This design comes from an exercise in tuning for small area, a short achievable clock period and few clock cycles on the open sky130 flow, not from production work.
No run shown here included a check of the RTL's function; only the layout flow was run.

`flow/design.v`:
```
`default_nettype none
package monexp_pkg;
	typedef logic [16-1:0] word_t;  
	typedef logic [(16 * 4)-1:0] oper_t;  
	typedef struct packed {
		word_t m;  
		word_t e;  
		word_t n;  
		word_t t;  
		word_t r;  
	} load_word_t;
	typedef struct packed {
		oper_t m;
		oper_t e;
		oper_t n;
		oper_t t;
		oper_t r;
		word_t n0prime;  
	} operand_set_t;
	typedef struct packed {
		oper_t a;
		oper_t b;
	} mont_req_t;
endpackage
`default_nettype wire
`timescale 1ns/1ps
`default_nettype none
module monexp_top (
	input  logic clk,
	input  logic reset,
	input  logic start,
	input  logic [79:0] in_word,  
	input  logic [15:0] n0prime,
	output logic busy,
	output logic [15:0] res_word,
	output logic res_valid
);
	localparam logic [2:0] S_IDLE = 3'd0, S_LOAD = 3'd1, S_RUN = 3'd2, S_WAIT = 3'd3, S_UNLD = 3'd4;
	localparam logic [1:0] P_MBAR = 2'd0, P_SQR = 2'd1, P_MUL = 2'd2, P_FIN = 2'd3;
	logic [2:0] state;
	logic [1:0] wcnt;  
	logic [1:0] ptype;  
	logic [3:0] it;  
	logic conv;  
	logic asel;  
	logic [5:0] bcnt;  
	logic [61:0] n_q;  
	logic [63:0] e_q;  
	logic [62:0] mb_q;  
	logic [63:0] c_q;  
	logic [3:0] np_q;  
	logic [63:0] ss_q, sc_q;  
	logic gam_q;  
	logic [3:0] a_q;  
	logic [3:0] p_q;  
	wire [15:0] w_m = in_word[79:64];
	wire [15:0] w_e = in_word[63:48];
	wire [15:0] w_n = in_word[47:32];
	wire [15:0] w_t = in_word[31:16];
	wire accept = start & ~busy & (state == S_IDLE);
	wire iter = (state == S_RUN) & ~conv;
	wire last_it = (it == 4'd15);
	wire [62:0] b_op = c_q[62:0];
	wire [3:0] u = ss_q[3:0] + sc_q[3:0] + {3'b0, gam_q} + p_q;
	wire [3:0] q = u * np_q;
	wire [67:0] r0 = {4'b0, ss_q & {64{iter}}};
	wire [67:0] r1 = {4'b0, sc_q & {64{iter}}};
	wire [61:0] n_it = n_q & {62{iter}};
	wire [67:0] r2 = {5'b0, b_op & {63{a_q[0]}}};
	wire [67:0] r3 = {4'b0, b_op & {63{a_q[1]}}, gam_q & iter};
	wire [67:0] r4 = {3'b0, b_op & {63{a_q[2]}}, 2'b0};
	wire [67:0] r5 = {2'b0, b_op & {63{a_q[3]}}, 3'b0};
	wire [67:0] r6 = {6'b0, n_it & {62{q[0]}}};
	wire [67:0] r7 = {5'b0, n_it & {62{q[1]}}, 1'b0};
	wire [67:0] r8 = {4'b0, n_it & {62{q[2]}}, 2'b0};
	wire [67:0] r9 = {3'b0, n_it & {62{q[3]}}, 3'b0};
	function automatic [67:0] fa_s(input [67:0] a, input [67:0] b, input [67:0] c);
		fa_s = a ^ b ^ c;
	endfunction
	function automatic [67:0] fa_c(input [67:0] a, input [67:0] b, input [67:0] c);
		fa_c = {(a[66:0] & b[66:0]) | (a[66:0] & c[66:0]) | (b[66:0] & c[66:0]), 1'b0};
	endfunction
	wire [67:0] l1a_s = fa_s(r0, r1, r2), l1a_c = fa_c(r0, r1, r2);
	wire [67:0] l1b_s = fa_s(r3, r4, r5), l1b_c = fa_c(r3, r4, r5);
	wire [67:0] l2_s = fa_s(l1a_s, l1a_c, l1b_s), l2_c = fa_c(l1a_s, l1a_c, l1b_s);
	wire [67:0] x1 = fa_s(l2_s, l2_c, l1b_c), x2 = fa_c(l2_s, l2_c, l1b_c);
	wire [67:0] l4_s = fa_s(x2, r6, r7), l4_c = fa_c(x2, r6, r7);
	wire [67:0] y1 = fa_s(x1, l4_s, l4_c), y2 = fa_c(x1, l4_s, l4_c);
	wire [67:0] z1 = fa_s(y1, y2, r8), z2 = fa_c(y1, y2, r8);
	wire [67:0] s6 = fa_s(z1, z2, r9), c6 = fa_c(z1, z2, r9);
	wire gam_n = |s6[3:0];  
	wire [63:0] bk_p = ss_q ^ sc_q;
	wire [63:0] bk_g = ss_q & sc_q;
	wire bk_g0c = bk_g[0] | (bk_p[0] & gam_q);
	wire bk_gg1 = bk_g[1] | (bk_p[1] & bk_g0c);
	wire bk_pp1 = bk_p[1] & bk_p[0];
	wire bk_gg2 = bk_g[3] | (bk_p[3] & bk_g[2]);
	wire bk_pp2 = bk_p[3] & bk_p[2];
	wire bk_gg3 = bk_g[5] | (bk_p[5] & bk_g[4]);
	wire bk_pp3 = bk_p[5] & bk_p[4];
	wire bk_gg4 = bk_g[7] | (bk_p[7] & bk_g[6]);
	wire bk_pp4 = bk_p[7] & bk_p[6];
	wire bk_gg5 = bk_g[9] | (bk_p[9] & bk_g[8]);
	wire bk_pp5 = bk_p[9] & bk_p[8];
	wire bk_gg6 = bk_g[11] | (bk_p[11] & bk_g[10]);
	wire bk_pp6 = bk_p[11] & bk_p[10];
	wire bk_gg7 = bk_g[13] | (bk_p[13] & bk_g[12]);
	wire bk_pp7 = bk_p[13] & bk_p[12];
	wire bk_gg8 = bk_g[15] | (bk_p[15] & bk_g[14]);
	wire bk_pp8 = bk_p[15] & bk_p[14];
	wire bk_gg9 = bk_g[17] | (bk_p[17] & bk_g[16]);
	wire bk_pp9 = bk_p[17] & bk_p[16];
	wire bk_gg10 = bk_g[19] | (bk_p[19] & bk_g[18]);
	wire bk_pp10 = bk_p[19] & bk_p[18];
	wire bk_gg11 = bk_g[21] | (bk_p[21] & bk_g[20]);
	wire bk_pp11 = bk_p[21] & bk_p[20];
	wire bk_gg12 = bk_g[23] | (bk_p[23] & bk_g[22]);
	wire bk_pp12 = bk_p[23] & bk_p[22];
	wire bk_gg13 = bk_g[25] | (bk_p[25] & bk_g[24]);
	wire bk_pp13 = bk_p[25] & bk_p[24];
	wire bk_gg14 = bk_g[27] | (bk_p[27] & bk_g[26]);
	wire bk_pp14 = bk_p[27] & bk_p[26];
	wire bk_gg15 = bk_g[29] | (bk_p[29] & bk_g[28]);
	wire bk_pp15 = bk_p[29] & bk_p[28];
	wire bk_gg16 = bk_g[31] | (bk_p[31] & bk_g[30]);
	wire bk_pp16 = bk_p[31] & bk_p[30];
	wire bk_gg17 = bk_g[33] | (bk_p[33] & bk_g[32]);
	wire bk_pp17 = bk_p[33] & bk_p[32];
	wire bk_gg18 = bk_g[35] | (bk_p[35] & bk_g[34]);
	wire bk_pp18 = bk_p[35] & bk_p[34];
	wire bk_gg19 = bk_g[37] | (bk_p[37] & bk_g[36]);
	wire bk_pp19 = bk_p[37] & bk_p[36];
	wire bk_gg20 = bk_g[39] | (bk_p[39] & bk_g[38]);
	wire bk_pp20 = bk_p[39] & bk_p[38];
	wire bk_gg21 = bk_g[41] | (bk_p[41] & bk_g[40]);
	wire bk_pp21 = bk_p[41] & bk_p[40];
	wire bk_gg22 = bk_g[43] | (bk_p[43] & bk_g[42]);
	wire bk_pp22 = bk_p[43] & bk_p[42];
	wire bk_gg23 = bk_g[45] | (bk_p[45] & bk_g[44]);
	wire bk_pp23 = bk_p[45] & bk_p[44];
	wire bk_gg24 = bk_g[47] | (bk_p[47] & bk_g[46]);
	wire bk_pp24 = bk_p[47] & bk_p[46];
	wire bk_gg25 = bk_g[49] | (bk_p[49] & bk_g[48]);
	wire bk_pp25 = bk_p[49] & bk_p[48];
	wire bk_gg26 = bk_g[51] | (bk_p[51] & bk_g[50]);
	wire bk_pp26 = bk_p[51] & bk_p[50];
	wire bk_gg27 = bk_g[53] | (bk_p[53] & bk_g[52]);
	wire bk_pp27 = bk_p[53] & bk_p[52];
	wire bk_gg28 = bk_g[55] | (bk_p[55] & bk_g[54]);
	wire bk_pp28 = bk_p[55] & bk_p[54];
	wire bk_gg29 = bk_g[57] | (bk_p[57] & bk_g[56]);
	wire bk_pp29 = bk_p[57] & bk_p[56];
	wire bk_gg30 = bk_g[59] | (bk_p[59] & bk_g[58]);
	wire bk_pp30 = bk_p[59] & bk_p[58];
	wire bk_gg31 = bk_g[61] | (bk_p[61] & bk_g[60]);
	wire bk_pp31 = bk_p[61] & bk_p[60];
	wire bk_gg32 = bk_g[63] | (bk_p[63] & bk_g[62]);
	wire bk_pp32 = bk_p[63] & bk_p[62];
	wire bk_gg33 = bk_gg2 | (bk_pp2 & bk_gg1);
	wire bk_pp33 = bk_pp2 & bk_pp1;
	wire bk_gg34 = bk_gg4 | (bk_pp4 & bk_gg3);
	wire bk_pp34 = bk_pp4 & bk_pp3;
	wire bk_gg35 = bk_gg6 | (bk_pp6 & bk_gg5);
	wire bk_pp35 = bk_pp6 & bk_pp5;
	wire bk_gg36 = bk_gg8 | (bk_pp8 & bk_gg7);
	wire bk_pp36 = bk_pp8 & bk_pp7;
	wire bk_gg37 = bk_gg10 | (bk_pp10 & bk_gg9);
	wire bk_pp37 = bk_pp10 & bk_pp9;
	wire bk_gg38 = bk_gg12 | (bk_pp12 & bk_gg11);
	wire bk_pp38 = bk_pp12 & bk_pp11;
	wire bk_gg39 = bk_gg14 | (bk_pp14 & bk_gg13);
	wire bk_pp39 = bk_pp14 & bk_pp13;
	wire bk_gg40 = bk_gg16 | (bk_pp16 & bk_gg15);
	wire bk_pp40 = bk_pp16 & bk_pp15;
	wire bk_gg41 = bk_gg18 | (bk_pp18 & bk_gg17);
	wire bk_pp41 = bk_pp18 & bk_pp17;
	wire bk_gg42 = bk_gg20 | (bk_pp20 & bk_gg19);
	wire bk_pp42 = bk_pp20 & bk_pp19;
	wire bk_gg43 = bk_gg22 | (bk_pp22 & bk_gg21);
	wire bk_pp43 = bk_pp22 & bk_pp21;
	wire bk_gg44 = bk_gg24 | (bk_pp24 & bk_gg23);
	wire bk_pp44 = bk_pp24 & bk_pp23;
	wire bk_gg45 = bk_gg26 | (bk_pp26 & bk_gg25);
	wire bk_pp45 = bk_pp26 & bk_pp25;
	wire bk_gg46 = bk_gg28 | (bk_pp28 & bk_gg27);
	wire bk_pp46 = bk_pp28 & bk_pp27;
	wire bk_gg47 = bk_gg30 | (bk_pp30 & bk_gg29);
	wire bk_pp47 = bk_pp30 & bk_pp29;
	wire bk_gg48 = bk_gg32 | (bk_pp32 & bk_gg31);
	wire bk_pp48 = bk_pp32 & bk_pp31;
	wire bk_gg49 = bk_gg34 | (bk_pp34 & bk_gg33);
	wire bk_pp49 = bk_pp34 & bk_pp33;
	wire bk_gg50 = bk_gg36 | (bk_pp36 & bk_gg35);
	wire bk_pp50 = bk_pp36 & bk_pp35;
	wire bk_gg51 = bk_gg38 | (bk_pp38 & bk_gg37);
	wire bk_pp51 = bk_pp38 & bk_pp37;
	wire bk_gg52 = bk_gg40 | (bk_pp40 & bk_gg39);
	wire bk_pp52 = bk_pp40 & bk_pp39;
	wire bk_gg53 = bk_gg42 | (bk_pp42 & bk_gg41);
	wire bk_pp53 = bk_pp42 & bk_pp41;
	wire bk_gg54 = bk_gg44 | (bk_pp44 & bk_gg43);
	wire bk_pp54 = bk_pp44 & bk_pp43;
	wire bk_gg55 = bk_gg46 | (bk_pp46 & bk_gg45);
	wire bk_pp55 = bk_pp46 & bk_pp45;
	wire bk_gg56 = bk_gg48 | (bk_pp48 & bk_gg47);
	wire bk_pp56 = bk_pp48 & bk_pp47;
	wire bk_gg57 = bk_gg50 | (bk_pp50 & bk_gg49);
	wire bk_pp57 = bk_pp50 & bk_pp49;
	wire bk_gg58 = bk_gg52 | (bk_pp52 & bk_gg51);
	wire bk_pp58 = bk_pp52 & bk_pp51;
	wire bk_gg59 = bk_gg54 | (bk_pp54 & bk_gg53);
	wire bk_pp59 = bk_pp54 & bk_pp53;
	wire bk_gg60 = bk_gg56 | (bk_pp56 & bk_gg55);
	wire bk_pp60 = bk_pp56 & bk_pp55;
	wire bk_gg61 = bk_gg58 | (bk_pp58 & bk_gg57);
	wire bk_pp61 = bk_pp58 & bk_pp57;
	wire bk_gg62 = bk_gg60 | (bk_pp60 & bk_gg59);
	wire bk_pp62 = bk_pp60 & bk_pp59;
	wire bk_gg63 = bk_gg62 | (bk_pp62 & bk_gg61);
	wire bk_pp63 = bk_pp62 & bk_pp61;
	wire bk_gg64 = bk_gg59 | (bk_pp59 & bk_gg61);
	wire bk_pp64 = bk_pp59 & bk_pp61;
	wire bk_gg65 = bk_gg51 | (bk_pp51 & bk_gg57);
	wire bk_pp65 = bk_pp51 & bk_pp57;
	wire bk_gg66 = bk_gg53 | (bk_pp53 & bk_gg61);
	wire bk_pp66 = bk_pp53 & bk_pp61;
	wire bk_gg67 = bk_gg55 | (bk_pp55 & bk_gg64);
	wire bk_pp67 = bk_pp55 & bk_pp64;
	wire bk_gg68 = bk_gg35 | (bk_pp35 & bk_gg49);
	wire bk_pp68 = bk_pp35 & bk_pp49;
	wire bk_gg69 = bk_gg37 | (bk_pp37 & bk_gg57);
	wire bk_pp69 = bk_pp37 & bk_pp57;
	wire bk_gg70 = bk_gg39 | (bk_pp39 & bk_gg65);
	wire bk_pp70 = bk_pp39 & bk_pp65;
	wire bk_gg71 = bk_gg41 | (bk_pp41 & bk_gg61);
	wire bk_pp71 = bk_pp41 & bk_pp61;
	wire bk_gg72 = bk_gg43 | (bk_pp43 & bk_gg66);
	wire bk_pp72 = bk_pp43 & bk_pp66;
	wire bk_gg73 = bk_gg45 | (bk_pp45 & bk_gg64);
	wire bk_pp73 = bk_pp45 & bk_pp64;
	wire bk_gg74 = bk_gg47 | (bk_pp47 & bk_gg67);
	wire bk_pp74 = bk_pp47 & bk_pp67;
	wire bk_gg75 = bk_gg3 | (bk_pp3 & bk_gg33);
	wire bk_pp75 = bk_pp3 & bk_pp33;
	wire bk_gg76 = bk_gg5 | (bk_pp5 & bk_gg49);
	wire bk_pp76 = bk_pp5 & bk_pp49;
	wire bk_gg77 = bk_gg7 | (bk_pp7 & bk_gg68);
	wire bk_pp77 = bk_pp7 & bk_pp68;
	wire bk_gg78 = bk_gg9 | (bk_pp9 & bk_gg57);
	wire bk_pp78 = bk_pp9 & bk_pp57;
	wire bk_gg79 = bk_gg11 | (bk_pp11 & bk_gg69);
	wire bk_pp79 = bk_pp11 & bk_pp69;
	wire bk_gg80 = bk_gg13 | (bk_pp13 & bk_gg65);
	wire bk_pp80 = bk_pp13 & bk_pp65;
	wire bk_gg81 = bk_gg15 | (bk_pp15 & bk_gg70);
	wire bk_pp81 = bk_pp15 & bk_pp70;
	wire bk_gg82 = bk_gg17 | (bk_pp17 & bk_gg61);
	wire bk_pp82 = bk_pp17 & bk_pp61;
	wire bk_gg83 = bk_gg19 | (bk_pp19 & bk_gg71);
	wire bk_pp83 = bk_pp19 & bk_pp71;
	wire bk_gg84 = bk_gg21 | (bk_pp21 & bk_gg66);
	wire bk_pp84 = bk_pp21 & bk_pp66;
	wire bk_gg85 = bk_gg23 | (bk_pp23 & bk_gg72);
	wire bk_pp85 = bk_pp23 & bk_pp72;
	wire bk_gg86 = bk_gg25 | (bk_pp25 & bk_gg64);
	wire bk_pp86 = bk_pp25 & bk_pp64;
	wire bk_gg87 = bk_gg27 | (bk_pp27 & bk_gg73);
	wire bk_pp87 = bk_pp27 & bk_pp73;
	wire bk_gg88 = bk_gg29 | (bk_pp29 & bk_gg67);
	wire bk_pp88 = bk_pp29 & bk_pp67;
	wire bk_gg89 = bk_gg31 | (bk_pp31 & bk_gg74);
	wire bk_pp89 = bk_pp31 & bk_pp74;
	wire bk_gg90 = bk_g[2] | (bk_p[2] & bk_gg1);
	wire bk_pp90 = bk_p[2] & bk_pp1;
	wire bk_gg91 = bk_g[4] | (bk_p[4] & bk_gg33);
	wire bk_pp91 = bk_p[4] & bk_pp33;
	wire bk_gg92 = bk_g[6] | (bk_p[6] & bk_gg75);
	wire bk_pp92 = bk_p[6] & bk_pp75;
	wire bk_gg93 = bk_g[8] | (bk_p[8] & bk_gg49);
	wire bk_pp93 = bk_p[8] & bk_pp49;
	wire bk_gg94 = bk_g[10] | (bk_p[10] & bk_gg76);
	wire bk_pp94 = bk_p[10] & bk_pp76;
	wire bk_gg95 = bk_g[12] | (bk_p[12] & bk_gg68);
	wire bk_pp95 = bk_p[12] & bk_pp68;
	wire bk_gg96 = bk_g[14] | (bk_p[14] & bk_gg77);
	wire bk_pp96 = bk_p[14] & bk_pp77;
	wire bk_gg97 = bk_g[16] | (bk_p[16] & bk_gg57);
	wire bk_pp97 = bk_p[16] & bk_pp57;
	wire bk_gg98 = bk_g[18] | (bk_p[18] & bk_gg78);
	wire bk_pp98 = bk_p[18] & bk_pp78;
	wire bk_gg99 = bk_g[20] | (bk_p[20] & bk_gg69);
	wire bk_pp99 = bk_p[20] & bk_pp69;
	wire bk_gg100 = bk_g[22] | (bk_p[22] & bk_gg79);
	wire bk_pp100 = bk_p[22] & bk_pp79;
	wire bk_gg101 = bk_g[24] | (bk_p[24] & bk_gg65);
	wire bk_pp101 = bk_p[24] & bk_pp65;
	wire bk_gg102 = bk_g[26] | (bk_p[26] & bk_gg80);
	wire bk_pp102 = bk_p[26] & bk_pp80;
	wire bk_gg103 = bk_g[28] | (bk_p[28] & bk_gg70);
	wire bk_pp103 = bk_p[28] & bk_pp70;
	wire bk_gg104 = bk_g[30] | (bk_p[30] & bk_gg81);
	wire bk_pp104 = bk_p[30] & bk_pp81;
	wire bk_gg105 = bk_g[32] | (bk_p[32] & bk_gg61);
	wire bk_pp105 = bk_p[32] & bk_pp61;
	wire bk_gg106 = bk_g[34] | (bk_p[34] & bk_gg82);
	wire bk_pp106 = bk_p[34] & bk_pp82;
	wire bk_gg107 = bk_g[36] | (bk_p[36] & bk_gg71);
	wire bk_pp107 = bk_p[36] & bk_pp71;
	wire bk_gg108 = bk_g[38] | (bk_p[38] & bk_gg83);
	wire bk_pp108 = bk_p[38] & bk_pp83;
	wire bk_gg109 = bk_g[40] | (bk_p[40] & bk_gg66);
	wire bk_pp109 = bk_p[40] & bk_pp66;
	wire bk_gg110 = bk_g[42] | (bk_p[42] & bk_gg84);
	wire bk_pp110 = bk_p[42] & bk_pp84;
	wire bk_gg111 = bk_g[44] | (bk_p[44] & bk_gg72);
	wire bk_pp111 = bk_p[44] & bk_pp72;
	wire bk_gg112 = bk_g[46] | (bk_p[46] & bk_gg85);
	wire bk_pp112 = bk_p[46] & bk_pp85;
	wire bk_gg113 = bk_g[48] | (bk_p[48] & bk_gg64);
	wire bk_pp113 = bk_p[48] & bk_pp64;
	wire bk_gg114 = bk_g[50] | (bk_p[50] & bk_gg86);
	wire bk_pp114 = bk_p[50] & bk_pp86;
	wire bk_gg115 = bk_g[52] | (bk_p[52] & bk_gg73);
	wire bk_pp115 = bk_p[52] & bk_pp73;
	wire bk_gg116 = bk_g[54] | (bk_p[54] & bk_gg87);
	wire bk_pp116 = bk_p[54] & bk_pp87;
	wire bk_gg117 = bk_g[56] | (bk_p[56] & bk_gg67);
	wire bk_pp117 = bk_p[56] & bk_pp67;
	wire bk_gg118 = bk_g[58] | (bk_p[58] & bk_gg88);
	wire bk_pp118 = bk_p[58] & bk_pp88;
	wire bk_gg119 = bk_g[60] | (bk_p[60] & bk_gg74);
	wire bk_pp119 = bk_p[60] & bk_pp74;
	wire bk_gg120 = bk_g[62] | (bk_p[62] & bk_gg89);
	wire bk_pp120 = bk_p[62] & bk_pp89;
	wire [63:0] sum = bk_p ^ {bk_gg120, bk_gg89, bk_gg119, bk_gg74, bk_gg118, bk_gg88, bk_gg117, bk_gg67, bk_gg116, bk_gg87, bk_gg115, bk_gg73, bk_gg114, bk_gg86, bk_gg113, bk_gg64, bk_gg112, bk_gg85, bk_gg111, bk_gg72, bk_gg110, bk_gg84, bk_gg109, bk_gg66, bk_gg108, bk_gg83, bk_gg107, bk_gg71, bk_gg106, bk_gg82, bk_gg105, bk_gg61, bk_gg104, bk_gg81, bk_gg103, bk_gg70, bk_gg102, bk_gg80, bk_gg101, bk_gg65, bk_gg100, bk_gg79, bk_gg99, bk_gg69, bk_gg98, bk_gg78, bk_gg97, bk_gg57, bk_gg96, bk_gg77, bk_gg95, bk_gg68, bk_gg94, bk_gg76, bk_gg93, bk_gg49, bk_gg92, bk_gg75, bk_gg91, bk_gg33, bk_gg90, bk_gg1, bk_g0c, gam_q};
	wire bit_one = e_q[63];
	wire bits_done = (bcnt == 6'd0);
	wire scan_more = (ptype == P_MBAR) & ~bit_one & ~bits_done;
	wire nx_mul = (ptype == P_SQR) & bit_one;
	wire nx_fin = ~nx_mul & bits_done;
	wire [3:0] c_lo = conv ? sum[3:0] : c_q[3:0];  
	wire [3:0] nx_a = nx_fin ? 4'd1 : (nx_mul ? mb_q[3:0] : c_lo);
	wire [3:0] nx_b = c_lo;
	logic [3:0] a_dig_c, a_dig_m;
	always_comb begin
		a_dig_c = 4'd0;
		a_dig_m = 4'd0;
		for (int k = 1; k < 16; k++)
			if (it == 4'(k - 1)) begin
				a_dig_c = c_q[4*k +: 4];
				a_dig_m = (k < 15) ? mb_q[4*k +: 4] : {1'b0, mb_q[62:60]};
			end
	end
	wire [3:0] a_dig = (ptype == P_FIN) ? 4'd0 : (asel ? a_dig_m : a_dig_c);
	logic [3:0] a_n, b_n;  
	always_comb begin
		a_n = a_dig;
		b_n = b_op[3:0];
		if (state == S_LOAD) begin
			a_n = (wcnt == 2'd3) ? mb_q[3:0] : 4'd0;  
			b_n = c_q[19:16];
		end else if (state != S_RUN || conv) begin
			a_n = scan_more ? 4'd0 : nx_a;  
			b_n = nx_b;
		end
	end
	wire [3:0] p_n = a_n * b_n;
	always_ff @(posedge clk) begin
		a_q <= a_n;
		p_q <= p_n;
		ss_q <= s6[67:4];
		sc_q <= c6[67:4];
		gam_q <= gam_n;
		if (accept)
			np_q <= n0prime[3:0];
		if (state == S_LOAD) begin
			case (wcnt)
				2'd0: begin n_q[15:0] <= w_n; mb_q[15:0] <= w_m; end
				2'd1: begin n_q[31:16] <= w_n; mb_q[31:16] <= w_m; end
				2'd2: begin n_q[47:32] <= w_n; mb_q[47:32] <= w_m; end
				default: begin n_q[61:48] <= w_n[13:0]; mb_q[62:48] <= w_m[14:0]; end
			endcase
		end else if (conv && ptype == P_MBAR)
			mb_q <= sum[62:0];
		if (state == S_LOAD || state == S_UNLD)
			c_q <= {w_t, c_q[63:16]};
		else if (conv)
			c_q <= {1'b0, sum[62:0]};
	end
	wire e_shift = ((state == S_RUN) & (ptype == P_MBAR) & ~bit_one & ~bits_done)  
		| (((state == S_RUN) & conv) | ((state == S_WAIT) & ~scan_more)) & (ptype != P_FIN) & ~nx_mul & ~nx_fin & ~scan_more  
		| ((state == S_WAIT) & scan_more);
	always_ff @(posedge clk) begin
		if (state == S_LOAD) begin
			case (wcnt)
				2'd0: e_q[15:0] <= w_e;
				2'd1: e_q[31:16] <= w_e;
				2'd2: e_q[47:32] <= w_e;
				default: e_q[63:48] <= w_e;
			endcase
		end else if (e_shift)
			e_q <= {e_q[62:0], 1'b0};
	end
	always_ff @(posedge clk or posedge reset) begin
		if (reset) begin
			state <= S_IDLE;
			wcnt <= '0;
			ptype <= P_MBAR;
			it <= '0;
			conv <= 1'b0;
			asel <= 1'b0;
			bcnt <= '0;
			busy <= 1'b0;
			res_valid <= 1'b0;
		end else begin
			if (e_shift)
				bcnt <= bcnt - 1'b1;
			case (state)
				S_IDLE: if (accept) begin
					state <= S_LOAD;
					wcnt <= '0;
					busy <= 1'b1;
				end
				S_LOAD: begin
					wcnt <= wcnt + 1'b1;
					if (wcnt == 2'd3) begin
						state <= S_RUN;
						ptype <= P_MBAR;
						asel <= 1'b1;  
						it <= '0;
						conv <= 1'b0;
						bcnt <= 6'd63;
					end
				end
				S_RUN: begin
					if (!conv) begin
						it <= it + 1'b1;
						if (last_it)
							conv <= 1'b1;
					end else begin
						conv <= 1'b0;
						if (ptype == P_FIN) begin
							state <= S_UNLD;
							wcnt <= '0;
							res_valid <= 1'b1;
						end else if (scan_more) begin
							state <= S_WAIT;
						end else begin
							ptype <= nx_mul ? P_MUL : (nx_fin ? P_FIN : P_SQR);
							asel <= nx_mul;
						end
					end
				end
				S_WAIT: if (!scan_more) begin
					state <= S_RUN;
					ptype <= nx_fin ? P_FIN : P_SQR;
					asel <= 1'b0;
				end
				S_UNLD: begin
					wcnt <= wcnt + 1'b1;
					if (wcnt == 2'd3) begin
						state <= S_IDLE;
						busy <= 1'b0;
						res_valid <= 1'b0;
					end
				end
				default: state <= S_IDLE;
			endcase
		end
	end
	assign res_word = c_q[15:0];
endmodule
`default_nettype wire
```
`flow/run.sh`:
```
#!/bin/bash
# synth_recipe.tcl (not shown) runs the flow's synth.tcl, then flattens the netlist and writes it again
# the make line also repeats each setting of config.mk as NAME=value (left out here)
make -C /OpenROAD-flow-scripts/flow DESIGN_CONFIG=/design/flow/config.mk WORK_HOME=/design/flow/orfs CLKGATE_MAP_FILE= SYNTH_SCRIPT=/design/flow/synth_recipe.tcl finish
```
`flow/config.mk`:
```
export PLATFORM = sky130hd
export DESIGN_NAME = monexp_top
export DESIGN_NICKNAME = monexp_top
export VERILOG_FILES = /design/flow/design.v
export SDC_FILE = /design/flow/constraint.sdc
export NUM_CORES = 4
export LEC_CHECK = 0
export ABC_CLOCK_PERIOD_IN_PS = 3000
export CAP_MARGIN = 20
export CORE_MARGIN = 2
export CORE_UTILIZATION = 40
export SETUP_SLACK_MARGIN = 5
export SLEW_MARGIN = 20
```
`flow/constraint.sdc`:
```
create_clock -name core_clock -period 10.0 [get_ports {clk}]
set_input_delay 2.0000 -clock core_clock [delete_from_list [all_inputs] [get_ports {clk}]]
set_output_delay 2.0000 -clock core_clock [all_outputs]
set_load 0.01 [all_outputs]
```
==> results of run 1 <==
-- tightest hold or removal path, delay by kind of cell (launching register included) --
family | cells | cell delay (ps)
and+or+nand+nor | 2 | 90
DFF | 1 | 320
-- routing by layer --
metal  up-vias  wire [um]  GRT usage
li1      10400          -          -
met1     12000      41900      0.325
met2       848      47700      0.392
met3       183       7460     0.0328
met4         0       3530     0.0645
met5         -          0          0
-- stage by stage --
| step | std cells | worst slack, ps | hold WS, ps | cell area [sq um] |
|---|---|---|---|---|
| floorplan | 3261 | 4940 | 489 | 33500 |
| global placement | 4293 | 3880 | 495 | 35300 |
| detailed placement | 4293 | 3840 | 499 | 35300 |
| CTS | 4411 | 5010 | 513 | 37500 |
| global route | 4434 | 4860 | 527 | 37900 |
| finish | 4436 | 5030 | 508 | 37900 |
-- area by class of cell --
type	instances	area, sq um	share of cell area
Antenna cell	2	5.00	0.000132
Clock buffer	56	1280	0.0338
Clock inverter	36	424	0.0112
Inverter	437	1640	0.0432
Multi-Input combinational cell	2258	20400	0.538
Sequential cell	415	11000	0.290
Tap cell	1080	1350	0.0356
Timing Repair Buffer	152	1830	0.0482
-- sequential cells by signal, indices dropped and copies added (netlist names), 6 cells and up --
name,flops
bcnt,6
c_q,64
e_q,64
mb_q,63
n_q,62
sc_q,64
ss_q,64
-- what timing repair did --
action,4_1_cts,5_1_grt
hold buffers,0,0
setup endpoints to repair,125,95
setup buffers,17,12
cloned,9,11
gates resized for setup,33,63
pin swaps,8,47
-- layout by cell type, fill, tap and decap left out, types with 15 or more instances in the layout --
cell,n
a21o_1,21
a21oi_1,126
nor2_1,92
and3_1,72
dfrtp_1,15
inv_2,17
nor2b_1,19
xnor2_1,46
clkdlybuf4s50_1,88
inv_1,420
and2_1,279
buf_4,27
nand3_1,25
nand2_1,698
ha_1,94
dfxtp_1,132
edfxtp_1,257
clkbuf_16,56
fa_2,21
fa_1,511
o21ai_0,49
-- kinds of logic after synthesis --
| family | count (synthesis) | share of synthesized area |
|---|---|---|
| adder cells (fa/ha/maj) | 631 | 0.355 |
| XOR/XNOR | 53 | 0.0143 |
| AND/OR/NAND/NOR | 1264 | 0.177 |
| multiplexers | 10 | 0.00306 |
| buffers and inverters | 592 | 0.0682 |
| flip-flops | 415 | 0.328 |
| AO/OA/AOI/OAI | 296 | 0.0546 |
-- worst max path at each step --
stage               endpoint  depth (start not counted)  slack, ps      from
finish              ss_q[29]                         17       5030      conv
global route          p_q[3]                         18       4860     it[1]
CTS                    gam_q                         14       5010   ss_q[0]
detailed placement  ss_q[35]                         15       3840      conv
global placement    ss_q[23]                         15       3880      conv
floorplan              gam_q                         17       4940  state[0]
==> flow_summary.json, run 1 <==
{
  "status": "complete, no violations",
  "ys_top_cells_by_area": "fa_1 (32%), edfxtp_1 (23%), dfxtp_1 (8.2%)",
  "r2r_end": "ss_q[29]",
  "htreeDepth": 2,
  "synthArstFlopShare": 0.0506,
  "critPathRequiredTime_ps": 10490,
  "routedWlPerCell_um": 22.7,
  "r2r_start": "conv",
  "design.core.area_sq_um": 83300,
  "hp-start": "e_q[33]",
  "drive_above_1_share": 0.0686,
  "ys_warn_count": 1,
  "grt_pass1_wl_um": 151000,
  "nets": 4043,
  "finalSetupViolations": 0,
  "synth_enable_flop_cells": 257,
  "cts.path.max_buffers": 3,
  "clkTransAtPathRegs_ps": 60,
  "ant_nets": 0,
  "yosysTopAreaCell": "fa_1",
  "slowest_delay_ps": 550,
  "dpl.hpwl_um": 69300,
  "cpMostUsedCell": "fa_1",
  "tns_ps": 0,
  "layout_min_cycle_time_ps": 4970,
  "maxCapViolCount": 0,
  "yosysMostFrequentCell": "nand2_1",
  "wl_um": 101000,
  "ff2ff_setup_slack_ps": 5030,
  "die_x_um": 293,
  "area_growth_pct": 13.3,
  "r2r_cells": 17,
  "port_buffers": 88,
  "synth_ff_type": "edfxtp_1",
  "slowest_stage": "fa_2",
  "clock.fmax_ghz": 0.201,
  "postSynthAreaPerCell_sq_um": 10.3,
  "worstPathCellList": "or2_4, nor2_4, buf_12, buf_16, buf_12, clkbuf_16, nand2_1, fa_2, fa_1, inv_1, fa_1, inv_1, fa_1, inv_1, fa_1, fa_2, fa_1",
  "crit_type": "register to register",
  "endpoint_kind": "register",
  "rsz0062_at_grt": "true",
  "gp_congestion": 0.877,
  "period_share": 0.497,
  "tritoncts": "done",
  "crit_fanout": 6,
  "clk_latency_ps": 630,
  "relSlewSlack": 0.296,
  "skew_ps": 34.1,
  "synth_top_area_frac": 0.318,
  "rows": 106,
  "critPathBufInv": 7,
  "synth-seq-cells": 415,
  "yosysSeqAreaShare": 0.328,
  "whs_path_depth": 2,
  "postLayoutCoreUtil": 0.456,
  "arrival_ps": 5460,
  "clock_sinks": 415,
  "tightest_slew_ps": 1050,
  "drc": 0,
  "first_pass_iters": 6,
  "path_delay_family": "adder cells",
  "avgViaCountPerCell": 5.28,
  "nFillCells": 7793,
  "grt_overflow": 0,
  "cts_root_buffer": "clkbuf_16",
  "grtUsageTotal": 0.236,
  "io_pins": 117,
  "hold_viol_final": 0,
  "grt_max_degree": 89,
  "crit_path_start_kind": "register",
  "start_util": 0.402,
  "grt_pass1_vias": 24200,
  "drtIter0Drc": 2031,
  "min_path_type": "register to register",
  "yosys-top-cells-count": "nand2_1 (701), fa_1 (532), inv_1 (437)",
  "die-area_sq_um": 86000,
  "vias": 23400,
  "syn-cell-area_sq_um": 33500,
  "cts_buffers": 49,
  "drv_slew": 0,
  "die_h_um": 293,
  "yosys.cell_types.count": 68,
  "synthCells": 3261,
  "syn-num-nets": 3991,
  "grt_antenna_before_repair": 11,
  "whs_endpoint": "e_q[34]"
}
==> inputs of run 2 (changes only) <==
--- a/flow/design.v
+++ b/flow/design.v
@@ -84,10 +84,10 @@
 	wire [67:0] l1b_s = fa_s(r3, r4, r5), l1b_c = fa_c(r3, r4, r5);
 	wire [67:0] l2_s = fa_s(l1a_s, l1a_c, l1b_s), l2_c = fa_c(l1a_s, l1a_c, l1b_s);
 	wire [67:0] x1 = fa_s(l2_s, l2_c, l1b_c), x2 = fa_c(l2_s, l2_c, l1b_c);
-	wire [67:0] l4_s = fa_s(x2, r6, r7), l4_c = fa_c(x2, r6, r7);
-	wire [67:0] y1 = fa_s(x1, l4_s, l4_c), y2 = fa_c(x1, l4_s, l4_c);
-	wire [67:0] z1 = fa_s(y1, y2, r8), z2 = fa_c(y1, y2, r8);
-	wire [67:0] s6 = fa_s(z1, z2, r9), c6 = fa_c(z1, z2, r9);
+	wire [67:0] l4_s = fa_s(x1, x2, r6), l4_c = fa_c(x1, x2, r6);
+	wire [67:0] l5_s = fa_s(l4_s, l4_c, r7), l5_c = fa_c(l4_s, l4_c, r7);
+	wire [67:0] l6_s = fa_s(l5_s, l5_c, r8), l6_c = fa_c(l5_s, l5_c, r8);
+	wire [67:0] s6 = fa_s(l6_s, l6_c, r9), c6 = fa_c(l6_s, l6_c, r9);
 	wire gam_n = |s6[3:0];  
 	wire [63:0] bk_p = ss_q ^ sc_q;
 	wire [63:0] bk_g = ss_q & sc_q;
==> run 2 against run 1 <==
- first-iteration DRC count is 4.3% higher
- count of clock-buffer cells in the layout is 1 higher
- setup slack worse by 52 ps
- hold slack better by 6.5 ps
- critical path depth decreased by 2
==> flow_summary.json, run 2 <==
{
  "area_growth_pct": 12.5,
  "min_path_type": "register to register",
  "grt_overflow": 0,
  "die-area_sq_um": 84900,
  "design.core.area_sq_um": 82000,
  "yosysMostFrequentCell": "nand2_1",
  "holdBufCountCts": 0,
  "drv_slew": 0,
  "grt_pass1_wl_um": 150000,
  "die_h_um": 291,
  "synth_ff_type": "edfxtp_1",
  "synth_top_area_frac": 0.323,
  "maxCapViolCount": 0,
  "tritoncts": "done",
  "clk_latency_ps": 620,
  "ant_nets": 0,
  "arrival_ps": 5510,
  "yosys.cell_types.count": 78,
  "crit_type": "register to register",
  "grt_antenna_before_repair": 11,
  "yosysTopAreaCell": "fa_1",
  "relSlewSlack": 0.249,
  "tns_ps": 0,
  "syn-num-nets": 3868,
  "die_x_um": 291,
  "dpl.hpwl_um": 68600,
  "cts.path.max_buffers": 3,
  "tightest_slew_ps": 1120,
  "grt_max_degree": 76,
  "period_share": 0.502,
  "routedWlPerCell_um": 22.9,
  "drtIter0Drc": 2119,
  "startpoint": "state[0]",
  "grtUsageTotal": 0.234,
  "yosysSeqAreaShare": 0.333,
  "drive_above_1_share": 0.0588,
  "finalSetupViolations": 0,
  "syn-cell-area_sq_um": 33000,
  "vias": 23000,
  "htreeDepth": 2,
  "cts_buffers": 47,
  "avgViaCountPerCell": 5.36,
  "synthArstFlopShare": 0.0506,
  "ys_top_cells_by_area": "fa_1 (32%), edfxtp_1 (23%), dfxtp_1 (8.3%)",
  "gp_congestion": 0.934,
  "postSynthAreaPerCell_sq_um": 10.5,
  "placed_area_sq_um": 34800,
  "rsz0062_at_grt": "true",
  "start_util": 0.403,
  "clock.fmax_ghz": 0.199,
  "wl_um": 98100,
  "critPathRequiredTime_ps": 10490,
  "skew_ps": 37.2,
  "port_buffers": 88,
  "crit_path_start_kind": "register",
  "clkTransAtPathRegs_ps": 60,
  "endpoint_kind": "register",
  "r2r_start": "state[0]",
  "final_cell_mix": "nand2_1 (694), fa_1 (529), inv_1 (312), and2_1 (274), edfxtp_1 (257)",
  "rows": 105,
  "synth_enable_flop_cells": 257,
  "cts_root_buffer": "clkbuf_16",
  "hold_viol_final": 0,
  "grt_pass1_vias": 24600,
  "synth-seq-cells": 415,
  "drc": 0,
  "worst_hold_slack_ps": 515,
  "layout_min_cycle_time_ps": 5020,
  "final_cell_area_sq_um": 37200,
  "io_pins": 117,
  "first_pass_iters": 6,
  "yosys-top-cells-count": "nand2_1 (698), fa_1 (533), inv_1 (315)",
  "nets": 3908,
  "crit_fanout": 12,
  "status": "complete, no violations",
  "synthCells": 3136,
  "layout_commonest_cell": "nand2_1",
  "ys_warn_count": 1,
  "hp-start": "e_q[14]",
  "clock_sinks": 415
}
[run 2: final timing paths]
check | endpoint | slack [ps] | cells past startpoint
setup reg to reg | ss_q[26] | 4980 | 15
hold reg to reg | e_q[15] | 510 | 2
max in group asynchronous | state[1] | 7490 | 2
hold / removal | e_q[15] | 510 | 2
setup / recovery | ss_q[26] | 4980 | 15
min in group asynchronous | it[3] | 1880 | 2
[run 2: repair_timing]
item,CTS,global route
cloned,8,9
gates resized for setup,36,18
setup buffers,19,5
pin swaps,22,18
setup endpoints to repair,125,102
[run 2: worst max-delay path, cell delays in order, from the launching register on]
cell and delay [ps]:
dfrtp_2 410, or2_4 260, nor2_4 160, buf_4 150, buf_12 170, buf_4 140, buf_6 130, nand2_1 80
fa_1 530, fa_1 440, fa_1 530, fa_1 450, fa_1 500, inv_1 50, fa_1 490, fa_1 400
[run 2: layer usage]
layer / share of wire / track usage
met3: 0.082 / 0.0368
met5: 0.00028 / 0
met2: 0.47 / 0.378
met4: 0.036 / 0.0807
met1: 0.42 / 0.321
[run 2: cells by family (layout without fill, tap and decap cells)]
logic type	count (synthesis)	after routing	share of synthesized area
DFF	415	415	0.333
adders and majority gates	633	633	0.361
buffers and inverters	473	548	0.0559
muxes	7	7	0.00223
AOI/OAI and AO/OA	307	307	0.0575
other	0	1	0
and+or+nand+nor	1246	1248	0.176
xor gates and xnor gates	55	55	0.0146
[run 2: area by class of cell]
| type | count | area [sq um] |
|---|---|---|
| antenna | 1 | 2.50 |
| clock buffer | 57 | 1250 |
| clock inverter | 29 | 322 |
| fill | 7721 | 44800 |
| inverter | 318 | 1200 |
| multi-input combinational | 2250 | 20300 |
| sequential | 415 | 11000 |
| tap | 1070 | 1340 |
| timing repair buffer | 144 | 1720 |
[run 2: per-stage QoR]
step	instances	setup slack, ps	util
6_report	4284	4980	0.453
5_1_grt	4283	4870	0.453
4_1_cts	4268	4970	0.449
3_5_place_dp	4155	3810	0.424
3_3_place_gp	4155	3830	0.424
2_1_floorplan	3136	5000	-
==> inputs of run 3 (changes only) <==
--- a/flow/design.v
+++ b/flow/design.v
@@ -58,7 +58,7 @@
 	wire [15:0] w_n = in_word[47:32];
 	wire [15:0] w_t = in_word[31:16];
 	wire accept = start & ~busy & (state == S_IDLE);
-	wire iter = (state == S_RUN) & ~conv;
+	logic iter;  
 	wire last_it = (it == 4'd15);
 	wire [62:0] b_op = c_q[62:0];
 	wire [3:0] u = ss_q[3:0] + sc_q[3:0] + {3'b0, gam_q} + p_q;
@@ -410,6 +410,7 @@
 			conv <= 1'b0;
 			asel <= 1'b0;
 			bcnt <= '0;
+			iter <= 1'b0;
 			busy <= 1'b0;
 			res_valid <= 1'b0;
 		end else begin
@@ -429,14 +430,17 @@
 						asel <= 1'b1;  
 						it <= '0;
 						conv <= 1'b0;
+						iter <= 1'b1;
 						bcnt <= 6'd63;
 					end
 				end
 				S_RUN: begin
 					if (!conv) begin
 						it <= it + 1'b1;
-						if (last_it)
+						if (last_it) begin
 							conv <= 1'b1;
+							iter <= 1'b0;
+						end
 					end else begin
 						conv <= 1'b0;
 						if (ptype == P_FIN) begin
@@ -446,6 +450,7 @@
 						end else if (scan_more) begin
 							state <= S_WAIT;
 						end else begin
+							iter <= 1'b1;
 							ptype <= nx_mul ? P_MUL : (nx_fin ? P_FIN : P_SQR);
 							asel <= nx_mul;
 						end
@@ -453,6 +458,7 @@
 				end
 				S_WAIT: if (!scan_more) begin
 					state <= S_RUN;
+					iter <= 1'b1;
 					ptype <= nx_fin ? P_FIN : P_SQR;
 					asel <= 1'b0;
 				end
==> run 3 against run 2 <==
- largest cell class unchanged
- global-route usage shrank 0.74 points
- die area grew 3.0%
- flip-flop and latch count grew 1
- register-to-register slack gained 98 ps
- routed wire length shrank 2.8%
- still clean on timing, DRC and antenna
- count of clock-buffer cells in the layout grew 4
- synthesized cell count grew 4.5%
- non-clock buffer count shrank 38
- critical endpoint is now ss_q[30]
==> flow_summary.json, run 3 <==
{
  "status": "complete, no violations",
  "synth_top_area_frac": 0.313,
  "critPathRequiredTime_ps": 10490,
  "gp_congestion": 0.882,
  "synth-seq-cells": 416,
  "finalSetupViolations": 0,
  "drtIter0Drc": 2157,
  "min_path_type": "register to register",
  "holdBufCountCts": 0,
  "routedWlPerCell_um": 21.5,
  "htreeDepth": 2,
  "placed_cells": 4343,
  "clock_sinks": 416,
  "wl_um": 95400,
  "startpoint": "iter",
  "grtUsageTotal": 0.226,
  "tightest_slew_ps": 1110,
  "synthCells": 3278,
  "rsz0062_at_grt": "true",
  "ant_nets": 0,
  "instances_no_fill": 4440,
  "drc": 0,
  "whs_path_depth": 2,
  "drv_slew": 0,
  "endpoint_kind": "register",
  "die_h_um": 296,
  "syn-cell-area_sq_um": 34000,
  "cts_root_buffer": "clkbuf_16",
  "clk_latency_ps": 630,
  "clkTransAtPathRegs_ps": 60,
  "r2r_cells": 11,
  "synthArstFlopShare": 0.0529,
  "synth_enable_flop_cells": 257,
  "yosys-top-cells-count": "fa_1 (533), nand2_1 (445), inv_1 (421)",
  "rows": 106,
  "yosysTopAreaCell": "fa_1",
  "layout_min_cycle_time_ps": 4920,
  "final_cell_area_sq_um": 37500,
  "period_share": 0.492,
  "arrival_ps": 5410,
  "r2r_start": "iter",
  "crit_fanout": 105,
  "area_growth_pct": 10.2,
  "clock.fmax_ghz": 0.203,
  "grt_max_degree": 110,
  "tns_ps": 0,
  "placed_area_sq_um": 35800,
  "hp-start": "e_q[16]",
  "drive_above_1_share": 0.0366,
  "pre_cts_slack_ps": 4570,
  "ys_top_cells_by_area": "fa_1 (31%), edfxtp_1 (23%), dfxtp_1 (8.1%)",
  "grt_pass1_vias": 24300,
  "die_x_um": 296,
  "dpl.hpwl_um": 67600,
  "final_cell_mix": "fa_1 (533), nand2_1 (444), inv_1 (421), and2_1 (394), edfxtp_1 (257)",
  "nets": 3996,
  "skew_ps": 21.2,
  "cts.path.max_buffers": 3,
  "yosysSeqAreaShare": 0.323,
  "tritoncts": "done",
  "first_pass_iters": 5,
  "cts_buffers": 48,
  "ys_warn_count": 1,
  "grt_antenna_before_repair": 10,
  "layout_commonest_cell": "fa_1",
  "port_buffers": 88,
  "design.core.area_sq_um": 84000,
  "crit_path_start_kind": "register",
  "yosysMostFrequentCell": "fa_1",
  "avgViaCountPerCell": 5.27,
  "start_util": 0.406,
  "die-area_sq_um": 87500,
  "postLayoutSetupSlackWorst_ps": 5080,
  "vias": 23400,
  "syn-num-nets": 4010,
  "hold_viol_final": 0,
  "io_pins": 117,
  "grt_pass1_wl_um": 149000,
  "maxCapViolCount": 0,
  "postSynthAreaPerCell_sq_um": 10.4,
  "yosys.cell_types.count": 74,
  "relSlewSlack": 0.257,
  "synth_ff_type": "edfxtp_1",
  "crit_type": "register to register",
  "grt_overflow": 0
}
-- run 3: timing repair --
action,CTS,global route
setup endpoints to repair,118,63
buffers inserted,2,2
endpoints found under the hold margin,0,0
gates resized for setup,6,7
cloned,1,0
-- run 3: critical path: stages, from the launching register on --
cell and delay (ps):
dfrtp_4 600, buf_16 240, and2_1 270, fa_1 510, inv_1 50, fa_1 470
fa_1 550, fa_1 460, fa_1 500, inv_1 50, fa_1 510, fa_1 420
-- run 3: per-stage QoR --
step | utilization | hold slack (ps)
after floorplan | - | 472
after global placement | 0.426 | 494
after detailed placement | 0.426 | 504
after CTS | 0.446 | 517
after global routing | 0.447 | 539
final | 0.447 | 514
-- run 3: logic make-up (layout without fill, tap and decap cells) --
| family | Yosys count | count (layout) | synth area share |
|---|---|---|---|
| AND/OR/NAND/NOR | 1271 | 1271 | 0.186 |
| adder cells (fa/ha/maj) | 634 | 634 | 0.350 |
| buffers and inverters | 593 | 617 | 0.0676 |
| flip-flops | 416 | 416 | 0.323 |
| AO/OA/AOI/OAI | 303 | 303 | 0.0566 |
| XOR/XNOR | 55 | 55 | 0.0141 |
| multiplexers | 6 | 6 | 0.00180 |
| other | 0 | 4 | 0 |
-- run 3: final cells by class --
cell class	instances	area (sq um)
multi-input combinational	2269	20800
inverter	423	1590
tap	1134	1420
sequential	416	11000
timing repair buffer	106	1120
clock inverter	27	253
clock buffer	61	1300
fill	7953	46400
antenna	4	10.0
-- run 3: worst paths after layout --
kind / end / slack, ps
min in group asynchronous: wcnt[0] / 1880
max: ss_q[30] / 5080
max reg2reg: ss_q[30] / 5080
max in group asynchronous: iter / 7430
min: e_q[17] / 510
min reg2reg: e_q[17] / 510
-- run 3: per-layer routing --
| metal | wire [um] | GRT usage |
|---|---|---|
| met2 | 42800 | 0.348 |
| met3 | 7640 | 0.0369 |
| met5 | 10 | 0 |
| met4 | 2560 | 0.0666 |
| met1 | 42300 | 0.330 |
==> inputs of run 4 (changes only) <==
--- a/flow/config.mk
+++ b/flow/config.mk
@@ -5,9 +5,7 @@
 export SDC_FILE = /design/flow/constraint.sdc
 export NUM_CORES = 4
 export LEC_CHECK = 0
-export ABC_CLOCK_PERIOD_IN_PS = 3000
 export CAP_MARGIN = 20
 export CORE_MARGIN = 2
 export CORE_UTILIZATION = 40
-export SETUP_SLACK_MARGIN = 5
 export SLEW_MARGIN = 20
==> run 4 against run 3 <==
- still clean on timing, DRC and antenna
- synthesized area unchanged
- flip-flop and latch count unchanged
- non-clock buffer count down 5
- die area unchanged
==> flow_summary.json, run 4 <==
{
  "die_h_um": 296,
  "endpoint_kind": "register",
  "nets": 3991,
  "nFillCells": 7968,
  "placed_area_sq_um": 35800,
  "holdBufCountCts": 0,
  "ys_top_cells_by_area": "fa_1 (31%), edfxtp_1 (23%), dfxtp_1 (8.1%)",
  "yosysMostFrequentCell": "fa_1",
  "synthArstFlopShare": 0.0529,
  "syn-cell-area_sq_um": 34000,
  "crit_fanout": 109,
  "synth_top_area_frac": 0.313,
  "relSlewSlack": 0.244,
  "yosysTopAreaCell": "fa_1",
  "grt_pass1_vias": 24100,
  "wl_um": 94500,
  "cts_root_buffer": "clkbuf_16",
  "final_cell_mix": "fa_1 (533), nand2_1 (444), inv_1 (421), and2_1 (394), edfxtp_1 (257)",
  "postSynthAreaPerCell_sq_um": 10.4,
  "start_util": 0.406,
  "design.core.area_sq_um": 84000,
  "gp_congestion": 0.882,
  "yosysSeqAreaShare": 0.323,
  "grt_pass1_wl_um": 148000,
  "yosys-top-cells-count": "fa_1 (533), nand2_1 (445), inv_1 (421)",
  "port_buffers": 88,
  "finalSetupViolations": 0,
  "first_pass_iters": 5,
  "synth_ff_type": "edfxtp_1",
  "grt_antenna_before_repair": 12,
  "io_pins": 117,
  "arrival_ps": 5980,
  "pre_cts_slack_ps": 4570,
  "drive_above_1_share": 0.0340,
  "instances_no_fill": 4434,
  "layout_min_cycle_time_ps": 5480,
  "drv_slew": 0,
  "dpl.hpwl_um": 67600,
  "placed_cells": 4343,
  "avgViaCountPerCell": 5.26,
  "crit_type": "register to register",
  "cts_buffers": 48,
  "crit_path_start_kind": "register",
  "rows": 106,
  "ant_nets": 0,
  "maxCapViolCount": 0,
  "period_share": 0.548,
  "synth_enable_flop_cells": 257,
  "cts.path.max_buffers": 3,
  "clock_sinks": 416,
  "skew_ps": 18.2,
  "tns_ps": 0,
  "area_growth_pct": 9.73,
  "drtIter0Drc": 2139,
  "status": "complete, no violations",
  "synth-seq-cells": 416,
  "tritoncts": "done",
  "critPathRequiredTime_ps": 10500,
  "ys_warn_count": 1,
  "min_path_type": "register to register",
  "postLayoutCoreUtil": 0.445,
  "clkTransAtPathRegs_ps": 60,
  "htreeDepth": 2,
  "final_cell_area_sq_um": 37400,
  "synthCells": 3278,
  "tightest_slew_ps": 1130,
  "layout_commonest_cell": "fa_1",
  "postLayoutSetupSlackWorst_ps": 4520,
  "worst_hold_slack_ps": 514,
  "die-area_sq_um": 87500,
  "grt_max_degree": 211,
  "clock.fmax_ghz": 0.183,
  "routedWlPerCell_um": 21.3,
  "clk_latency_ps": 630,
  "grt_overflow": 0,
  "hold_viol_final": 0,
  "cts_setup_buffers": 0,
  "yosys.cell_types.count": 74,
  "cts_resized": 0,
  "syn-num-nets": 4010,
  "grtUsageTotal": 0.224,
  "drc": 0,
  "die_x_um": 296,
  "vias": 23300,
  "rsz0062_at_grt": "false"
}
-- run 4: cell counts after synthesis --
Identical to the previous run, type by type.
-- run 4: final cells by class --
class                      instances  area [sq um]  share of cell area
sequential                       416         11000               0.295
clock buffer                      61          1300              0.0348
timing repair buffer             101           991              0.0265
multi-input combinational       2269         20800               0.556
antenna                            3          7.51            0.000201
clock inverter                    27           253             0.00676
inverter                         423          1590              0.0425
tap                             1134          1420              0.0380
-- run 4: critical path, cell delays in order, from the launching register on --
cell and delay [ps]:
dfrtp_4 790, buf_4 820, and2_1 260, fa_1 410, inv_1 70, fa_1 430
fa_1 530, fa_1 460, fa_1 520, inv_1 50, fa_1 500, fa_1 420
-- run 4: path summary, 6_finish.rpt --
| check | start | end | slack (ps) | depth (start not counted) |
|---|---|---|---|---|
| max | iter | ss_q[22] | 4520 | 11 |
| min | e_q[16] | e_q[17] | 510 | 2 |
| max reg2reg | iter | ss_q[22] | 4520 | 11 |
| min reg2reg | e_q[16] | e_q[17] | 510 | 2 |
| max in group asynchronous | reset | iter | 7450 | 2 |
| min in group asynchronous | reset | wcnt[0] | 1880 | 2 |
-- run 4: cells by family after synthesis --
group | after synthesis | share of synthesized area
simple gates | 1271 | 0.186
fa+ha+maj | 634 | 0.350
buf+inv | 593 | 0.0676
flops | 416 | 0.323
compound gates | 303 | 0.0566
xor+xnor | 55 | 0.0141
mux | 6 | 0.00180
-- run 4: layer usage --
layer / wire length, um / vias to the layer above / global-route usage
met5: 17 / - / 0
met4: 2430 / 2 / 0.0603
met3: 7090 / 135 / 0.0351
met2: 42400 / 798 / 0.348
met1: 42600 / 12000 / 0.327
li1: - / 10400 / -
==> inputs of run 5 (changes only) <==
--- a/flow/design.v
+++ b/flow/design.v
@@ -58,22 +58,21 @@
 	wire [15:0] w_n = in_word[47:32];
 	wire [15:0] w_t = in_word[31:16];
 	wire accept = start & ~busy & (state == S_IDLE);
-	logic iter;  
+	wire iter = (state == S_RUN) & ~conv;
 	wire last_it = (it == 4'd15);
 	wire [62:0] b_op = c_q[62:0];
 	wire [3:0] u = ss_q[3:0] + sc_q[3:0] + {3'b0, gam_q} + p_q;
 	wire [3:0] q = u * np_q;
-	wire [67:0] r0 = {4'b0, ss_q & {64{iter}}};
-	wire [67:0] r1 = {4'b0, sc_q & {64{iter}}};
-	wire [61:0] n_it = n_q & {62{iter}};
+	wire [67:0] r0 = {4'b0, ss_q};
+	wire [67:0] r1 = {4'b0, sc_q};
 	wire [67:0] r2 = {5'b0, b_op & {63{a_q[0]}}};
-	wire [67:0] r3 = {4'b0, b_op & {63{a_q[1]}}, gam_q & iter};
+	wire [67:0] r3 = {4'b0, b_op & {63{a_q[1]}}, gam_q};
 	wire [67:0] r4 = {3'b0, b_op & {63{a_q[2]}}, 2'b0};
 	wire [67:0] r5 = {2'b0, b_op & {63{a_q[3]}}, 3'b0};
-	wire [67:0] r6 = {6'b0, n_it & {62{q[0]}}};
-	wire [67:0] r7 = {5'b0, n_it & {62{q[1]}}, 1'b0};
-	wire [67:0] r8 = {4'b0, n_it & {62{q[2]}}, 2'b0};
-	wire [67:0] r9 = {3'b0, n_it & {62{q[3]}}, 3'b0};
+	wire [67:0] r6 = {6'b0, n_q & {62{q[0]}}};
+	wire [67:0] r7 = {5'b0, n_q & {62{q[1]}}, 1'b0};
+	wire [67:0] r8 = {4'b0, n_q & {62{q[2]}}, 2'b0};
+	wire [67:0] r9 = {3'b0, n_q & {62{q[3]}}, 3'b0};
 	function automatic [67:0] fa_s(input [67:0] a, input [67:0] b, input [67:0] c);
 		fa_s = a ^ b ^ c;
 	endfunction
@@ -357,10 +356,10 @@
 		a_n = a_dig;
 		b_n = b_op[3:0];
 		if (state == S_LOAD) begin
-			a_n = (wcnt == 2'd3) ? mb_q[3:0] : 4'd0;  
+			a_n = mb_q[3:0];  
 			b_n = c_q[19:16];
 		end else if (state != S_RUN || conv) begin
-			a_n = scan_more ? 4'd0 : nx_a;  
+			a_n = nx_a;
 			b_n = nx_b;
 		end
 	end
@@ -368,9 +367,15 @@
 	always_ff @(posedge clk) begin
 		a_q <= a_n;
 		p_q <= p_n;
-		ss_q <= s6[67:4];
-		sc_q <= c6[67:4];
-		gam_q <= gam_n;
+		if (iter) begin
+			ss_q <= s6[67:4];
+			sc_q <= c6[67:4];
+			gam_q <= gam_n;
+		end else begin
+			ss_q <= '0;
+			sc_q <= '0;
+			gam_q <= 1'b0;
+		end
 		if (accept)
 			np_q <= n0prime[3:0];
 		if (state == S_LOAD) begin
@@ -410,7 +415,6 @@
 			conv <= 1'b0;
 			asel <= 1'b0;
 			bcnt <= '0;
-			iter <= 1'b0;
 			busy <= 1'b0;
 			res_valid <= 1'b0;
 		end else begin
@@ -430,17 +434,14 @@
 						asel <= 1'b1;  
 						it <= '0;
 						conv <= 1'b0;
-						iter <= 1'b1;
 						bcnt <= 6'd63;
 					end
 				end
 				S_RUN: begin
 					if (!conv) begin
 						it <= it + 1'b1;
-						if (last_it) begin
+						if (last_it)
 							conv <= 1'b1;
-							iter <= 1'b0;
-						end
 					end else begin
 						conv <= 1'b0;
 						if (ptype == P_FIN) begin
@@ -450,7 +451,6 @@
 						end else if (scan_more) begin
 							state <= S_WAIT;
 						end else begin
-							iter <= 1'b1;
 							ptype <= nx_mul ? P_MUL : (nx_fin ? P_FIN : P_SQR);
 							asel <= nx_mul;
 						end
@@ -458,7 +458,6 @@
 				end
 				S_WAIT: if (!scan_more) begin
 					state <= S_RUN;
-					iter <= 1'b1;
 					ptype <= nx_fin ? P_FIN : P_SQR;
 					asel <= 1'b0;
 				end
--- a/flow/config.mk
+++ b/flow/config.mk
@@ -5,7 +5,9 @@
 export SDC_FILE = /design/flow/constraint.sdc
 export NUM_CORES = 4
 export LEC_CHECK = 0
+export ABC_CLOCK_PERIOD_IN_PS = 3000
 export CAP_MARGIN = 20
 export CORE_MARGIN = 2
 export CORE_UTILIZATION = 40
+export SETUP_SLACK_MARGIN = 5
 export SLEW_MARGIN = 20
==> run 5 against run 4 <==
- still clean on timing, DRC and antenna
- count of clock-buffer cells in the layout down 2
- final area down 0.58%
- first-iteration DRC count down 12%
- cell count down 2.1%
- hold slack worse by 16 ps
- via count down 3.4%
- synthesized area down 1.2%
- highest routed layer is now met4
==> flow_summary.json, run 5 <==
{
  "status": "complete, no violations",
  "worstPathCellList": "ha_1, buf_4, a211oi_1, a211oi_1, a31oi_1, o21ai_0, a221oi_1, nor2_1, a211oi_2, o21ai_1, o211a_1, ha_1, ha_1, ha_1, xnor2_1, xnor2_2, xnor3_1, xnor2_1",
  "grt_pass1_wl_um": 144000,
  "crit_path_start_kind": "register",
  "clkTransAtPathRegs_ps": 70,
  "slowest_stage": "dfrtp_1",
  "htreeDepth": 2,
  "cts_root_buffer": "clkbuf_16",
  "wl_um": 91500,
  "synth-seq-cells": 415,
  "die_x_um": 294,
  "slowest_delay_ps": 460,
  "area_growth_pct": 10.4,
  "postLayoutCoreUtil": 0.445,
  "yosys.cell_types.count": 77,
  "synth_top_family_by_area": "adder cells",
  "synthCells": 3199,
  "maxCapViolCount": 0,
  "layout_commonest_cell": "nand2_1",
  "dpl.hpwl_um": 67500,
  "die_h_um": 294,
  "vias": 22500,
  "gp_congestion": 0.902,
  "yosys-top-cells-count": "nand2_1 (566), fa_1 (533), inv_1 (426)",
  "yosysMostFrequentCell": "nand2_1",
  "crit_type": "register to register",
  "instances_no_fill": 4342,
  "synthArstFlopShare": 0.0506,
  "clock_sinks": 415,
  "clk_latency_ps": 620,
  "first_pass_iters": 6,
  "synth_adder_area_share": 0.355,
  "hold_viol_final": 0,
  "drive_above_1_share": 0.0423,
  "min_path_type": "register to register",
  "nFillCells": 7832,
  "cts_buffers": 49,
  "tritoncts": "done",
  "syn-num-nets": 3932,
  "finalSetupViolations": 0,
  "avgViaCountPerCell": 5.19,
  "start_util": 0.403,
  "tns_ps": 0,
  "yosysSeqAreaShare": 0.327,
  "grt_antenna_before_repair": 11,
  "synth_ff_type": "edfxtp_1",
  "synth_top_area_frac": 0.317,
  "multi_input_area_sq_um": 20500,
  "synth_xor_area_frac": 0.0144,
  "arrival_ps": 5390,
  "syn-cell-area_sq_um": 33600,
  "routedWlPerCell_um": 21.1,
  "grt_pass1_vias": 23700,
  "critPathRequiredTime_ps": 10520,
  "nets": 3951,
  "postSynthAreaPerCell_sq_um": 10.5,
  "port_buffers": 88,
  "clock.fmax_ghz": 0.205,
  "yosysTopAreaCell": "fa_1",
  "endpoint_kind": "register",
  "io_pins": 117,
  "rsz0062_at_grt": "false",
  "drtIter0Drc": 1881,
  "cpMostUsedCell": "ha_1",
  "skew_ps": 30.2,
  "synth-compound-area-share": 0.0562,
  "placed_cells": 4245,
  "grtUsageTotal": 0.221,
  "rows": 106,
  "die-area_sq_um": 86400,
  "ant_nets": 0,
  "grt_max_degree": 72,
  "synth_enable_flop_cells": 257,
  "period_share": 0.487,
  "design.core.area_sq_um": 83400,
  "ys_top_cells_by_area": "fa_1 (32%), edfxtp_1 (23%), dfxtp_1 (8.2%)",
  "ys_warn_count": 1,
  "grt_overflow": 0,
  "crit_fanout": 35,
  "drv_slew": 0,
  "holdBufCountCts": 0,
  "relSlewSlack": 0.221,
  "synth-simple-area-share": 0.178,
  "regArea_sq_um": 11000,
  "layout_min_cycle_time_ps": 4870,
  "final_cell_mix": "nand2_1 (566), fa_1 (533), inv_1 (426), and2_1 (387), edfxtp_1 (257)",
  "cts.path.max_buffers": 3,
  "drc": 0,
  "synth_mux_area_frac": 0.00309,
  "tightest_slew_ps": 1160
}
run 5: cell types whose count changed in the layout (fill, tap and decap cells not counted), moves of 6 or more:
cell / previous run / this run
buf_6: 0 / 6
nor2b_1: 12 / 77
o21ai_0: 34 / 47
clkinv_2: 7 / 15
nor2_1: 146 / 88
and3_1: 69 / 14
and2_1: 394 / 387
a21oi_1: 126 / 118
a21o_1: 42 / 27
nand3_1: 138 / 15
nand2_1: 444 / 566
run 5: final timing paths:
| kind | depth (start not counted) | endpoint | from | slack [ps] |
|---|---|---|---|---|
| setup / recovery | 18 | p_q[3] | it[0] | 5130 |
| hold / removal | 1 | a_q[3] | mb_q[3] | 500 |
| setup reg to reg | 18 | p_q[3] | it[0] | 5130 |
| hold reg to reg | 1 | a_q[3] | mb_q[3] | 500 |
| max in group asynchronous | 2 | state[2] | reset | 7440 |
| min in group asynchronous | 2 | ptype[0] | reset | 1940 |
run 5: logic make-up after synthesis:
logic type                 after synthesis
buffers and inverters                  570
adders and majority gates              635
DFF                                    415
AOI/OAI and AO/OA                      298
muxes                                   10
and+or+nand+nor                       1218
xor gates and xnor gates                53
run 5: through the flow:
stage	hold slack, ps	cell area, sq um	setup slack, ps
3_5_place_dp	481	35500	4240
5_1_grt	530	37100	4990
4_1_cts	499	37100	5070
2_1_floorplan	457	33600	5560
3_3_place_gp	495	35500	4260
6_report	498	37100	5130
run 5: area by class of cell:
class | count | share of cell area
multi-input cells | 2214 | 0.552
clock buffers | 59 | 0.0340
inverters | 427 | 0.0432
flip-flops and latches | 415 | 0.296
well taps | 1080 | 0.0364
clock inverters | 33 | 0.00788
diodes | 3 | 0.000202
repair buffers | 111 | 0.0304
run 5: layer usage:
layer / global-route usage / share of wire / wire (um) / up-vias
met5: 0 / 0 / 0 / -
met4: 0.0524 / 0.023 / 2140 / 0
met3: 0.0363 / 0.073 / 6670 / 116
met2: 0.346 / 0.46 / 41800 / 715
met1: 0.321 / 0.45 / 40900 / 11600
li1: - / - / - / 10100
run 5: critical path: cells and delay by family (launching register included):
kind	cells	cell delay, ps
buffers and inverters	1	270
AOI/OAI and AO/OA	8	1860
xor gates and xnor gates	4	1010
DFF	1	460
and+or+nand+nor	1	90
adders and majority gates	4	1060
run 5: repair_timing:
| item | CTS | global route |
|---|---|---|
| endpoints found under the setup margin | 86 | 67 |
| resized for setup | 16 | 16 |
| cloned | 0 | 1 |
| pin swaps | 0 | 1 |
| buffers inserted | 0 | 1 |

==> re-timing with driven ports <==
The results above use ideal ports. As a check the final layouts listed here were re-extracted and re-timed, cells and wires unchanged. Step 1: set_driving_cell puts a clkbuf_16 on clk and a buf_2 on each other input, an assumption about the parent block. Step 2 also shifts input and output timing later by t, the mid clock arrival at the registers, as if the neighbouring blocks saw the same clock. Three values: ideal, step 1, step 2; two values: the first two.
| run | shift t [ns] | setup WS [ns] | worst register clock-pin slew, ns |
|---|---|---|---|
| run 1 | 0.672 | 5.030 / 5.030 / 5.030 | 0.07 / 0.07 |
| run 2 | 0.661 | 4.978 / 4.978 / 4.978 | 0.07 / 0.07 |
| run 3 | 0.689 | 5.076 / 5.076 / 5.076 | 0.07 / 0.07 |
| run 4 | 0.692 | 4.521 / 4.521 / 4.521 | 0.07 / 0.07 |
| run 5 | 0.676 | 5.129 / 5.129 / 5.129 | 0.07 / 0.07 |
After both steps setup and hold are still met in every run listed.
